Background: an optimization exercise with open tools, aiming at small area, a short achievable clock period and few clock cycles per item. Do not read the settings as production practice.
RTL that was checked went through simulation tests only; none was proved equivalent to the original.

==> run M: inputs <==
// alpha_gain_position_tracker
module alpha_gain_position_tracker (
  input  wire logic                 clk,
  input  wire logic                 rst_n,
  input  wire logic                 cfg_we,
  input  wire logic [1:0]           cfg_index,
  input  wire logic [15:0]          cfg_data,
  input  wire logic                 in_valid,
  output logic                      in_stall,
  input  wire logic [32:0]          in_data,
  output logic                      out_valid,
  input  wire logic                 out_stall,
  output logic [32:0]               out_data
);
  localparam int POS_W  = 24;
  localparam int STEP_W = 21;
  localparam int VAR_W  = 24;
  localparam int DEN_W  = 25;
  localparam int MB_W   = 25;           
  localparam int PW     = 18 + MB_W;    
  localparam int NIT    = 4;            
  localparam int CNT_W  = 2;
  localparam logic [2:0] T0 = 3'd0;
  localparam logic [2:0] T1 = 3'd1;
  localparam logic [2:0] T2 = 3'd2;
  ...
clock: 10.5 ns
lec_check: 0
cap_margin: 20
core_margin: 2
core_utilization: 50
setup_slack_margin: 4.5
slew_margin: 20
run.sh (not shown) runs the stock make flow with config.mk's settings and CLKGATE_MAP_FILE= SYNTH_SCRIPT=/design/flow/synth_recipe.tcl, a recipe that flattens the netlist after the stock synthesis.
==> run Y: changes against run M <==
--- a/flow/design.v
+++ b/flow/design.v
@@ -132,20 +132,21 @@
   localparam int CNT_W  = 2;
   localparam logic [2:0] T0 = 3'd0;
   localparam logic [2:0] T1 = 3'd1;
   localparam logic [2:0] T2 = 3'd2;
   localparam logic [2:0] T3 = 3'd3;
   localparam logic [2:0] T4 = 3'd4;
   localparam logic [2:0] T5 = 3'd5;
   localparam logic [2:0] TP = 3'd6;     
+  localparam logic [2:0] TS = 3'd7;     
   localparam logic [1:0] V_IDLE = 2'd0;
   localparam logic [1:0] V_RUN  = 2'd1;
   localparam logic [1:0] V_DONE = 2'd2;
-  localparam logic [1:0] V_LD2  = 2'd3;    
+  localparam logic [1:0] V_FIX  = 2'd3;    
   function automatic logic signed [POS_W-1:0] sat_pos(input logic signed [POS_W+1:0] v);
     if ((&v[POS_W+1:POS_W-1]) || !(|v[POS_W+1:POS_W-1]))
       sat_pos = v[POS_W-1:0];
     else
       sat_pos = v[POS_W+1] ? {1'b1, {(POS_W-1){1'b0}}} : {1'b0, {(POS_W-1){1'b1}}};
   endfunction
   function automatic logic signed [STEP_W-1:0] sat_step(input logic signed [MB_W:0] v);
     if ((&v[MB_W:STEP_W-1]) || !(|v[MB_W:STEP_W-1]))
@@ -161,16 +162,17 @@
     for (int i = 0; i < 16; i++) begin
       to_port[i] = h[i] ^ c;
       c          = c & h[i];
     end
     if (!h[15] && to_port[15]) to_port = 16'h7FFF;
   endfunction
   logic [15:0]               pn_r, mn_r, vg_r;
   logic [2:0]                seq_r;
+  logic                      t0_r, t1_r;
   logic                      seeded_r;
   logic                      epa_r;         
   logic signed [POS_W-1:0]   pos_r  [2];
   logic signed [STEP_W-1:0]  step_r [2];
   logic [VAR_W-1:0]          var_r;
   logic signed [MB_W-1:0]    mb_r;          
   logic signed [PW-1:0]      prod_r;
   logic                      out_valid_r;
@@ -191,65 +193,72 @@
   assign det      = in_data[32];
   assign meas_x   = in_data[31:16];
   assign meas_y   = in_data[15:0];
   assign out_free = !out_valid_r || !out_stall;
   assign frame_ps = in_valid && (!det || !seeded_r);
   assign frame_c  = in_valid && det && seeded_r;
   assign go_ps    = (seq_r == T0) && frame_ps && out_free;
   assign go_c     = (seq_r == T0) && frame_c && out_free && (vst_r == V_DONE);
-  assign early_p  = (seq_r >= T2) && in_valid && !det && !epa_r;
-  assign in_stall = !(go_ps || (seq_r == T1));
+  assign early_p  = (seq_r >= T2) && (seq_r <= T5) && in_valid && !det && !epa_r;
+  assign in_stall = !((seq_r == T1) || (seq_r == TP) || (seq_r == TS));
   logic [16:0]               a_nx;
   logic [26:0]               a_enc;
   logic [26:0]               benc_r;
   logic signed [PW-1:0]      mul_c;
   logic signed [PW-1:0]      prod;
   always_comb begin
     if ((seq_r == T0 && go_c) || seq_r == T1) a_nx = q_r;
     else if (seq_r == T2 || seq_r == T3)      a_nx = {1'b0, vg_r};
     else                                      a_nx = {1'b0, mn_r};
-    if (seq_r == T0) mul_c = PW'(rem_r);
-    else             mul_c = PW'(32768);
+    if (t0_r) mul_c = PW'(rem_r);
+    else      mul_c = PW'(32768);
   end
   agpt_benc #(.AW(17)) u_benc (
     .a (a_nx),
     .d (a_enc)
   );
   always_ff @(posedge clk) benc_r <= a_enc;
+  always_ff @(posedge clk) begin
+    t0_r <= !rst_n || (seq_r == T0 && !go_ps && !go_c) || seq_r == T5 ||
+            seq_r == TP || seq_r == TS;
+    t1_r <= rst_n && go_c;
+  end
   agpt_mul #(.ND(9), .BW(MB_W), .PW(PW)) u_mul (
     .d (benc_r),
     .b (mb_r),
     .c (mul_c),
     .p (prod)
   );
   logic signed [MB_W-1:0]  prod_hi;    
   assign prod_hi = prod_r[MB_W+15:16];
   logic                      load_c;
   logic                      p_upd;
   logic [VAR_W-1:0]          vbase;
   logic [VAR_W:0]            vsum;
   logic [VAR_W-1:0]          vp;
   logic [DEN_W-1:0]          rem_nx;
   logic [3:0]                qbits;
   logic                      ld_run;        
-  logic                      ld_idle;       
+  logic                      ld_fix;
+  logic                      ld_data;
   logic [VAR_W-1:0]          lbase;
   logic [15:0]               lpn;
   logic [DEN_W-1:0]          dsum;
   logic [DEN_W+1:0]          dsum3;
-  assign load_c  = (seq_r == T1);
+  assign load_c  = t1_r;              
   assign p_upd   = (go_ps && !epa_r) || early_p;
-  assign ld_idle = (vst_r == V_IDLE) && !p_upd && !load_c;
-  assign ld_run  = load_c || ((vst_r == V_LD2) && !p_upd);
+  assign ld_fix  = (vst_r == V_FIX);
+  assign ld_data = load_c || vst_r == V_IDLE || ld_fix;
+  assign ld_run  = ld_data && !(p_upd && !load_c);
   assign vbase   = load_c ? prod_r[VAR_W+15:16] : var_r;
   assign vsum    = {1'b0, vbase} + (VAR_W+1)'(pn_r);
   assign vp      = vsum[VAR_W] ? {VAR_W{1'b1}} : vsum[VAR_W-1:0];
-  assign lbase   = load_c ? prod_r[VAR_W+15:16] : rem_r[VAR_W-1:0];
-  assign lpn     = load_c ? pn_r : 16'd0;
+  assign lbase   = load_c ? prod_r[VAR_W+15:16] : (var_r | {VAR_W{ld_fix}});
+  assign lpn     = ld_fix ? 16'd0 : pn_r;
   assign dsum    = DEN_W'(lbase) + DEN_W'(lpn) + DEN_W'(mn_r);
   assign dsum3   = (DEN_W+2)'({lbase, 1'b0}) + (DEN_W+2)'(lbase)
                  + (DEN_W+2)'({lpn, 1'b0}) + (DEN_W+2)'(lpn)
                  + (DEN_W+2)'({mn_r, 1'b0}) + (DEN_W+2)'(mn_r);
   agpt_div #(.W(DEN_W), .NST(2)) u_div (
     .rem_in  (rem_r),
     .den     (den_r),
     .den3    (den3_r),
@@ -260,39 +269,35 @@
     if (!rst_n) begin
       var_r  <= agpt_pkg::VAR_RST;
       vst_r  <= V_IDLE;
       vcnt_r <= '0;
     end else if (cfg_we) begin
       vst_r  <= V_IDLE;
     end else if (ld_run) begin
       if (load_c) var_r <= vbase;
-      vst_r  <= V_RUN;
+      vst_r  <= (!load_c && !ld_fix && vsum[VAR_W] && mn_r != '0) ? V_FIX : V_RUN;
       vcnt_r <= '0;
     end else if (p_upd) begin
       var_r  <= vp;
       vst_r  <= V_IDLE;
-    end else if (ld_idle) begin
-      vst_r  <= V_LD2;
     end else if (vst_r == V_RUN) begin
       vcnt_r <= vcnt_r + 1'b1;
       if (vcnt_r == CNT_W'(NIT - 1)) vst_r <= V_DONE;
     end
   end
   always_ff @(posedge clk) begin
-    if (ld_idle) begin
-      rem_r <= DEN_W'(vp);
-    end else if (ld_run) begin
+    if (ld_data) begin
       if (mn_r == '0) begin
         rem_r  <= '0;
         den_r  <= '1;
         den3_r <= '1;
-        z_r    <= load_c ? (vp != '0) : (rem_r != '0);
+        z_r    <= (vp != '0);
       end else begin
-        if (load_c) rem_r <= DEN_W'(vp);
+        if (!ld_fix) rem_r <= DEN_W'(vp);
         den_r  <= dsum;
         den3_r <= dsum3;
         z_r    <= 1'b0;
       end
     end else if (vst_r == V_RUN) begin
       rem_r <= rem_nx;
       q_r[15:0] <= {q_r[11:0], qbits};
       if (vcnt_r == CNT_W'(NIT - 1)) q_r[16] <= z_r;
@@ -330,31 +335,35 @@
           if (go_ps) begin
             epa_r <= 1'b0;
             if (det) begin
               pos_r[0]    <= POS_W'(meas_x) <<< 8;
               pos_r[1]    <= POS_W'(meas_y) <<< 8;
               step_r[0]   <= '0;
               step_r[1]   <= '0;
               seeded_r    <= 1'b1;
-              out_valid_r <= 1'b1;
+              seq_r       <= TS;
             end else begin
               pos_r[0]    <= upd_pos;
               seq_r       <= TP;
             end
           end else if (go_c) begin
             pos_r[0] <= upd_pos;
             seq_r    <= T1;
           end
         end
         TP: begin
           pos_r[1]    <= upd_pos;
           out_valid_r <= 1'b1;
           seq_r       <= T0;
         end
+        TS: begin
+          out_valid_r <= 1'b1;
+          seq_r       <= T0;
+        end
         T1: begin
           pos_r[1] <= upd_pos;
           seq_r    <= T2;
         end
         T2: begin
           pos_r[0] <= upd_pos;
           seq_r    <= T3;
         end
==> flow/config.mk (replaced) <==
export PLATFORM = sky130hd
export DESIGN_NAME = alpha_gain_position_tracker
export DESIGN_NICKNAME = alpha_gain_position_tracker
export VERILOG_FILES = /design/flow/design.v
export SDC_FILE = /design/flow/constraint.sdc
export NUM_CORES = 4
export LEC_CHECK = 0
export ABC_AREA = 1
export CAP_MARGIN = 0
export CORE_MARGIN = 2
export CORE_UTILIZATION = 50
export PLACE_DENSITY = 0.75
export SETUP_SLACK_MARGIN = 4.5
export SLEW_MARGIN = 0
==> run P: changes against run M <==
--- a/flow/design.v
+++ b/flow/design.v
@@ -18,28 +18,33 @@
 `default_nettype wire
 `default_nettype none
 module agpt_div #(
   parameter int W   = 25,
   parameter int NST = 2
 ) (
   input  wire logic [W-1:0]       rem_in,
   input  wire logic [W-1:0]       den,
-  input  wire logic [W+1:0]       den3,
   output logic      [W-1:0]       rem_out,
   output logic      [2*NST-1:0]   q
 );
   always_comb begin
     logic [W-1:0] r;
     logic [W+2:0] t1, t2, t3;
+    logic [W+2:0] a3, b3, c3, s3, k3;
     r = rem_in;
     for (int i = NST - 1; i >= 0; i--) begin
       t1 = {1'b0, r, 2'b00} - {3'b000, den};
       t2 = {1'b0, r, 2'b00} - {2'b00, den, 1'b0};
-      t3 = {1'b0, r, 2'b00} - {1'b0, den3};
+      a3 = {1'b0, r, 2'b10};
+      b3 = ~{2'b00, den, 1'b0};
+      c3 = ~{3'b000, den};
+      s3 = a3 ^ b3 ^ c3;
+      k3 = (a3 & b3) | (a3 & c3) | (b3 & c3);
+      t3 = s3 + {k3[W+1:0], 1'b0};
       if (!t3[W+2]) begin
         r = t3[W-1:0];
         q[2*i +: 2] = 2'd3;
       end else if (!t2[W+2]) begin
         r = t2[W-1:0];
         q[2*i +: 2] = 2'd2;
       end else if (!t1[W+2]) begin
         r = t1[W-1:0];
@@ -135,17 +140,17 @@
   localparam logic [2:0] T2 = 3'd2;
   localparam logic [2:0] T3 = 3'd3;
   localparam logic [2:0] T4 = 3'd4;
   localparam logic [2:0] T5 = 3'd5;
   localparam logic [2:0] TP = 3'd6;     
   localparam logic [1:0] V_IDLE = 2'd0;
   localparam logic [1:0] V_RUN  = 2'd1;
   localparam logic [1:0] V_DONE = 2'd2;
-  localparam logic [1:0] V_LD2  = 2'd3;    
+  localparam logic [1:0] V_FIX  = 2'd3;    
   function automatic logic signed [POS_W-1:0] sat_pos(input logic signed [POS_W+1:0] v);
     if ((&v[POS_W+1:POS_W-1]) || !(|v[POS_W+1:POS_W-1]))
       sat_pos = v[POS_W-1:0];
     else
       sat_pos = v[POS_W+1] ? {1'b1, {(POS_W-1){1'b0}}} : {1'b0, {(POS_W-1){1'b1}}};
   endfunction
   function automatic logic signed [STEP_W-1:0] sat_step(input logic signed [MB_W:0] v);
     if ((&v[MB_W:STEP_W-1]) || !(|v[MB_W:STEP_W-1]))
@@ -173,17 +178,16 @@
   logic [VAR_W-1:0]          var_r;
   logic signed [MB_W-1:0]    mb_r;          
   logic signed [PW-1:0]      prod_r;
   logic                      out_valid_r;
   logic [1:0]                vst_r;
   logic [CNT_W-1:0]          vcnt_r;
   logic [DEN_W-1:0]          rem_r;
   logic [DEN_W-1:0]          den_r;
-  logic [DEN_W+1:0]          den3_r;        
   logic [16:0]               q_r;           
   logic                      z_r;           
   logic                      det;
   logic signed [15:0]        meas_x, meas_y;
   logic                      out_free;
   logic                      frame_ps;      
   logic                      frame_c;       
   logic                      go_ps, go_c;
@@ -226,75 +230,64 @@
   logic                      load_c;
   logic                      p_upd;
   logic [VAR_W-1:0]          vbase;
   logic [VAR_W:0]            vsum;
   logic [VAR_W-1:0]          vp;
   logic [DEN_W-1:0]          rem_nx;
   logic [3:0]                qbits;
   logic                      ld_run;        
-  logic                      ld_idle;       
+  logic                      ld_fix;
   logic [VAR_W-1:0]          lbase;
   logic [15:0]               lpn;
   logic [DEN_W-1:0]          dsum;
-  logic [DEN_W+1:0]          dsum3;
   assign load_c  = (seq_r == T1);
   assign p_upd   = (go_ps && !epa_r) || early_p;
-  assign ld_idle = (vst_r == V_IDLE) && !p_upd && !load_c;
-  assign ld_run  = load_c || ((vst_r == V_LD2) && !p_upd);
+  assign ld_fix  = (vst_r == V_FIX);
+  assign ld_run  = load_c || ((vst_r == V_IDLE || ld_fix) && !p_upd);
   assign vbase   = load_c ? prod_r[VAR_W+15:16] : var_r;
   assign vsum    = {1'b0, vbase} + (VAR_W+1)'(pn_r);
   assign vp      = vsum[VAR_W] ? {VAR_W{1'b1}} : vsum[VAR_W-1:0];
-  assign lbase   = load_c ? prod_r[VAR_W+15:16] : rem_r[VAR_W-1:0];
-  assign lpn     = load_c ? pn_r : 16'd0;
+  assign lbase   = load_c ? prod_r[VAR_W+15:16] : (var_r | {VAR_W{ld_fix}});
+  assign lpn     = ld_fix ? 16'd0 : pn_r;
   assign dsum    = DEN_W'(lbase) + DEN_W'(lpn) + DEN_W'(mn_r);
-  assign dsum3   = (DEN_W+2)'({lbase, 1'b0}) + (DEN_W+2)'(lbase)
-                 + (DEN_W+2)'({lpn, 1'b0}) + (DEN_W+2)'(lpn)
-                 + (DEN_W+2)'({mn_r, 1'b0}) + (DEN_W+2)'(mn_r);
   agpt_div #(.W(DEN_W), .NST(2)) u_div (
     .rem_in  (rem_r),
     .den     (den_r),
-    .den3    (den3_r),
     .rem_out (rem_nx),
     .q       (qbits)
   );
   always_ff @(posedge clk) begin
     if (!rst_n) begin
       var_r  <= agpt_pkg::VAR_RST;
       vst_r  <= V_IDLE;
       vcnt_r <= '0;
     end else if (cfg_we) begin
       vst_r  <= V_IDLE;
     end else if (ld_run) begin
       if (load_c) var_r <= vbase;
-      vst_r  <= V_RUN;
+      vst_r  <= (!load_c && !ld_fix && vsum[VAR_W] && mn_r != '0) ? V_FIX : V_RUN;
       vcnt_r <= '0;
     end else if (p_upd) begin
       var_r  <= vp;
       vst_r  <= V_IDLE;
-    end else if (ld_idle) begin
-      vst_r  <= V_LD2;
     end else if (vst_r == V_RUN) begin
       vcnt_r <= vcnt_r + 1'b1;
       if (vcnt_r == CNT_W'(NIT - 1)) vst_r <= V_DONE;
     end
   end
   always_ff @(posedge clk) begin
-    if (ld_idle) begin
-      rem_r <= DEN_W'(vp);
-    end else if (ld_run) begin
+    if (ld_run) begin
       if (mn_r == '0) begin
         rem_r  <= '0;
         den_r  <= '1;
-        den3_r <= '1;
-        z_r    <= load_c ? (vp != '0) : (rem_r != '0);
+        z_r    <= (vp != '0);
       end else begin
-        if (load_c) rem_r <= DEN_W'(vp);
+        if (!ld_fix) rem_r <= DEN_W'(vp);
         den_r  <= dsum;
-        den3_r <= dsum3;
         z_r    <= 1'b0;
       end
     end else if (vst_r == V_RUN) begin
       rem_r <= rem_nx;
       q_r[15:0] <= {q_r[11:0], qbits};
       if (vcnt_r == CNT_W'(NIT - 1)) q_r[16] <= z_r;
     end
   end
==> run A: changes against run M <==
--- a/flow/design.v
+++ b/flow/design.v
@@ -18,28 +18,33 @@
 `default_nettype wire
 `default_nettype none
 module agpt_div #(
   parameter int W   = 25,
   parameter int NST = 2
 ) (
   input  wire logic [W-1:0]       rem_in,
   input  wire logic [W-1:0]       den,
-  input  wire logic [W+1:0]       den3,
   output logic      [W-1:0]       rem_out,
   output logic      [2*NST-1:0]   q
 );
   always_comb begin
     logic [W-1:0] r;
     logic [W+2:0] t1, t2, t3;
+    logic [W+2:0] a3, b3, c3, s3, k3;
     r = rem_in;
     for (int i = NST - 1; i >= 0; i--) begin
       t1 = {1'b0, r, 2'b00} - {3'b000, den};
       t2 = {1'b0, r, 2'b00} - {2'b00, den, 1'b0};
-      t3 = {1'b0, r, 2'b00} - {1'b0, den3};
+      a3 = {1'b0, r, 2'b10};
+      b3 = ~{2'b00, den, 1'b0};
+      c3 = ~{3'b000, den};
+      s3 = a3 ^ b3 ^ c3;
+      k3 = (a3 & b3) | (a3 & c3) | (b3 & c3);
+      t3 = s3 + {k3[W+1:0], 1'b0};
       if (!t3[W+2]) begin
         r = t3[W-1:0];
         q[2*i +: 2] = 2'd3;
       end else if (!t2[W+2]) begin
         r = t2[W-1:0];
         q[2*i +: 2] = 2'd2;
       end else if (!t1[W+2]) begin
         r = t1[W-1:0];
@@ -135,17 +140,17 @@
   localparam logic [2:0] T2 = 3'd2;
   localparam logic [2:0] T3 = 3'd3;
   localparam logic [2:0] T4 = 3'd4;
   localparam logic [2:0] T5 = 3'd5;
   localparam logic [2:0] TP = 3'd6;     
   localparam logic [1:0] V_IDLE = 2'd0;
   localparam logic [1:0] V_RUN  = 2'd1;
   localparam logic [1:0] V_DONE = 2'd2;
-  localparam logic [1:0] V_LD2  = 2'd3;    
+  localparam logic [1:0] V_FIX  = 2'd3;    
   function automatic logic signed [POS_W-1:0] sat_pos(input logic signed [POS_W+1:0] v);
     if ((&v[POS_W+1:POS_W-1]) || !(|v[POS_W+1:POS_W-1]))
       sat_pos = v[POS_W-1:0];
     else
       sat_pos = v[POS_W+1] ? {1'b1, {(POS_W-1){1'b0}}} : {1'b0, {(POS_W-1){1'b1}}};
   endfunction
   function automatic logic signed [STEP_W-1:0] sat_step(input logic signed [MB_W:0] v);
     if ((&v[MB_W:STEP_W-1]) || !(|v[MB_W:STEP_W-1]))
@@ -173,17 +178,16 @@
   logic [VAR_W-1:0]          var_r;
   logic signed [MB_W-1:0]    mb_r;          
   logic signed [PW-1:0]      prod_r;
   logic                      out_valid_r;
   logic [1:0]                vst_r;
   logic [CNT_W-1:0]          vcnt_r;
   logic [DEN_W-1:0]          rem_r;
   logic [DEN_W-1:0]          den_r;
-  logic [DEN_W+1:0]          den3_r;        
   logic [16:0]               q_r;           
   logic                      z_r;           
   logic                      det;
   logic signed [15:0]        meas_x, meas_y;
   logic                      out_free;
   logic                      frame_ps;      
   logic                      frame_c;       
   logic                      go_ps, go_c;
@@ -226,75 +230,64 @@
   logic                      load_c;
   logic                      p_upd;
   logic [VAR_W-1:0]          vbase;
   logic [VAR_W:0]            vsum;
   logic [VAR_W-1:0]          vp;
   logic [DEN_W-1:0]          rem_nx;
   logic [3:0]                qbits;
   logic                      ld_run;        
-  logic                      ld_idle;       
+  logic                      ld_fix;
   logic [VAR_W-1:0]          lbase;
   logic [15:0]               lpn;
   logic [DEN_W-1:0]          dsum;
-  logic [DEN_W+1:0]          dsum3;
   assign load_c  = (seq_r == T1);
   assign p_upd   = (go_ps && !epa_r) || early_p;
-  assign ld_idle = (vst_r == V_IDLE) && !p_upd && !load_c;
-  assign ld_run  = load_c || ((vst_r == V_LD2) && !p_upd);
+  assign ld_fix  = (vst_r == V_FIX);
+  assign ld_run  = load_c || ((vst_r == V_IDLE || ld_fix) && !p_upd);
   assign vbase   = load_c ? prod_r[VAR_W+15:16] : var_r;
   assign vsum    = {1'b0, vbase} + (VAR_W+1)'(pn_r);
   assign vp      = vsum[VAR_W] ? {VAR_W{1'b1}} : vsum[VAR_W-1:0];
-  assign lbase   = load_c ? prod_r[VAR_W+15:16] : rem_r[VAR_W-1:0];
-  assign lpn     = load_c ? pn_r : 16'd0;
+  assign lbase   = load_c ? prod_r[VAR_W+15:16] : (var_r | {VAR_W{ld_fix}});
+  assign lpn     = ld_fix ? 16'd0 : pn_r;
   assign dsum    = DEN_W'(lbase) + DEN_W'(lpn) + DEN_W'(mn_r);
-  assign dsum3   = (DEN_W+2)'({lbase, 1'b0}) + (DEN_W+2)'(lbase)
-                 + (DEN_W+2)'({lpn, 1'b0}) + (DEN_W+2)'(lpn)
-                 + (DEN_W+2)'({mn_r, 1'b0}) + (DEN_W+2)'(mn_r);
   agpt_div #(.W(DEN_W), .NST(2)) u_div (
     .rem_in  (rem_r),
     .den     (den_r),
-    .den3    (den3_r),
     .rem_out (rem_nx),
     .q       (qbits)
   );
   always_ff @(posedge clk) begin
     if (!rst_n) begin
       var_r  <= agpt_pkg::VAR_RST;
       vst_r  <= V_IDLE;
       vcnt_r <= '0;
     end else if (cfg_we) begin
       vst_r  <= V_IDLE;
     end else if (ld_run) begin
       if (load_c) var_r <= vbase;
-      vst_r  <= V_RUN;
+      vst_r  <= (!load_c && !ld_fix && vsum[VAR_W] && mn_r != '0) ? V_FIX : V_RUN;
       vcnt_r <= '0;
     end else if (p_upd) begin
       var_r  <= vp;
       vst_r  <= V_IDLE;
-    end else if (ld_idle) begin
-      vst_r  <= V_LD2;
     end else if (vst_r == V_RUN) begin
       vcnt_r <= vcnt_r + 1'b1;
       if (vcnt_r == CNT_W'(NIT - 1)) vst_r <= V_DONE;
     end
   end
   always_ff @(posedge clk) begin
-    if (ld_idle) begin
-      rem_r <= DEN_W'(vp);
-    end else if (ld_run) begin
+    if (ld_run) begin
       if (mn_r == '0) begin
         rem_r  <= '0;
         den_r  <= '1;
-        den3_r <= '1;
-        z_r    <= load_c ? (vp != '0) : (rem_r != '0);
+        z_r    <= (vp != '0);
       end else begin
-        if (load_c) rem_r <= DEN_W'(vp);
+        if (!ld_fix) rem_r <= DEN_W'(vp);
         den_r  <= dsum;
-        den3_r <= dsum3;
         z_r    <= 1'b0;
       end
     end else if (vst_r == V_RUN) begin
       rem_r <= rem_nx;
       q_r[15:0] <= {q_r[11:0], qbits};
       if (vcnt_r == CNT_W'(NIT - 1)) q_r[16] <= z_r;
     end
   end
==> flow/config.mk (replaced) <==
export PLATFORM = sky130hd
export DESIGN_NAME = alpha_gain_position_tracker
export DESIGN_NICKNAME = alpha_gain_position_tracker
export VERILOG_FILES = /design/flow/design.v
export SDC_FILE = /design/flow/constraint.sdc
export NUM_CORES = 4
export LEC_CHECK = 0
export CAP_MARGIN = 20
export CORE_MARGIN = 2
export CORE_UTILIZATION = 50
export SETUP_SLACK_MARGIN = 5.0
export SLEW_MARGIN = 20
==> summary.txt <==
Run P went through all stages and came out clean. Run M completed with no timing, DRC or antenna violations. Run Y ran to the end with no violations. Run A completed with no timing, DRC or antenna violations.
The highest critical path depth belongs to run P, the lowest to run Y.
Clock skew: run A > run M > run Y > run P.
Synthesized cell count is the same in run P and run A.
==> figures <==
	run A	run P	run M	run Y
Status	no timing/DRC/antenna violations	no timing/DRC/antenna violations	no timing/DRC/antenna violations	no timing/DRC/antenna violations
Maximum net fanout on the critical path	6	7	6	7
Core region area	80680 µm²	80680 µm²	84880 µm²	90150 µm²
Buffers & Inverters on Critical Path	4	5	3	1
Overall Global Routing Usage	36.15%	35.73%	34.79%	35.76%
Sequential-to-total area share from yosys stat	17.77%	17.77%	18.79%	17.73%
Arrival @ worst endpoint	7010 ps	6950 ps	3940 ps	3780 ps
Most congested layer reported by global routing	met2	met2	met1	met2
Type of element capturing the critical path	flop	flop	output port	output port
Testbench counts of run M, summed over its fixed seeds: cycles 18,130, frames 3,200.
Testbench counts of run Y, summed over its fixed seeds: cycles 17,844, frames 3,200.
No functional check of the RTL was part of run P and run A.

[port drivers added, routing unchanged]
Ports are ideal in the flow. The routed layouts listed here were re-timed in OpenROAD. Step 1: set_driving_cell puts a clkbuf_16 on clk and a buf_2 on each other input, an assumption about the parent block. Step 2 adds t to the input delays and takes it off the output delays; t is the mean of the earliest and latest rising clock arrival at the registers after step 1. Input paths then give back, and output paths get back, about the clock's delay inside the block. Slacks: ideal / step 1 / step 2; pairs: ideal / step 1.
run | t, ns | setup slack, ns | worst setup path after step 2
run M | 0.653 | 4.461 / 4.396 / 4.108 | input to register
run Y | 0.653 | 4.617 / 4.556 / 4.341 | input to register
run P | 0.625 | 3.851 / 3.851 / 3.851 | register to register
run A | 0.643 | 3.801 / 3.801 / 3.801 | register to register
After both steps setup and hold are still met in every run listed. The setup slack of run M, which loses most, moves by -0.065 ns with the drivers and by -0.353 ns with both steps.
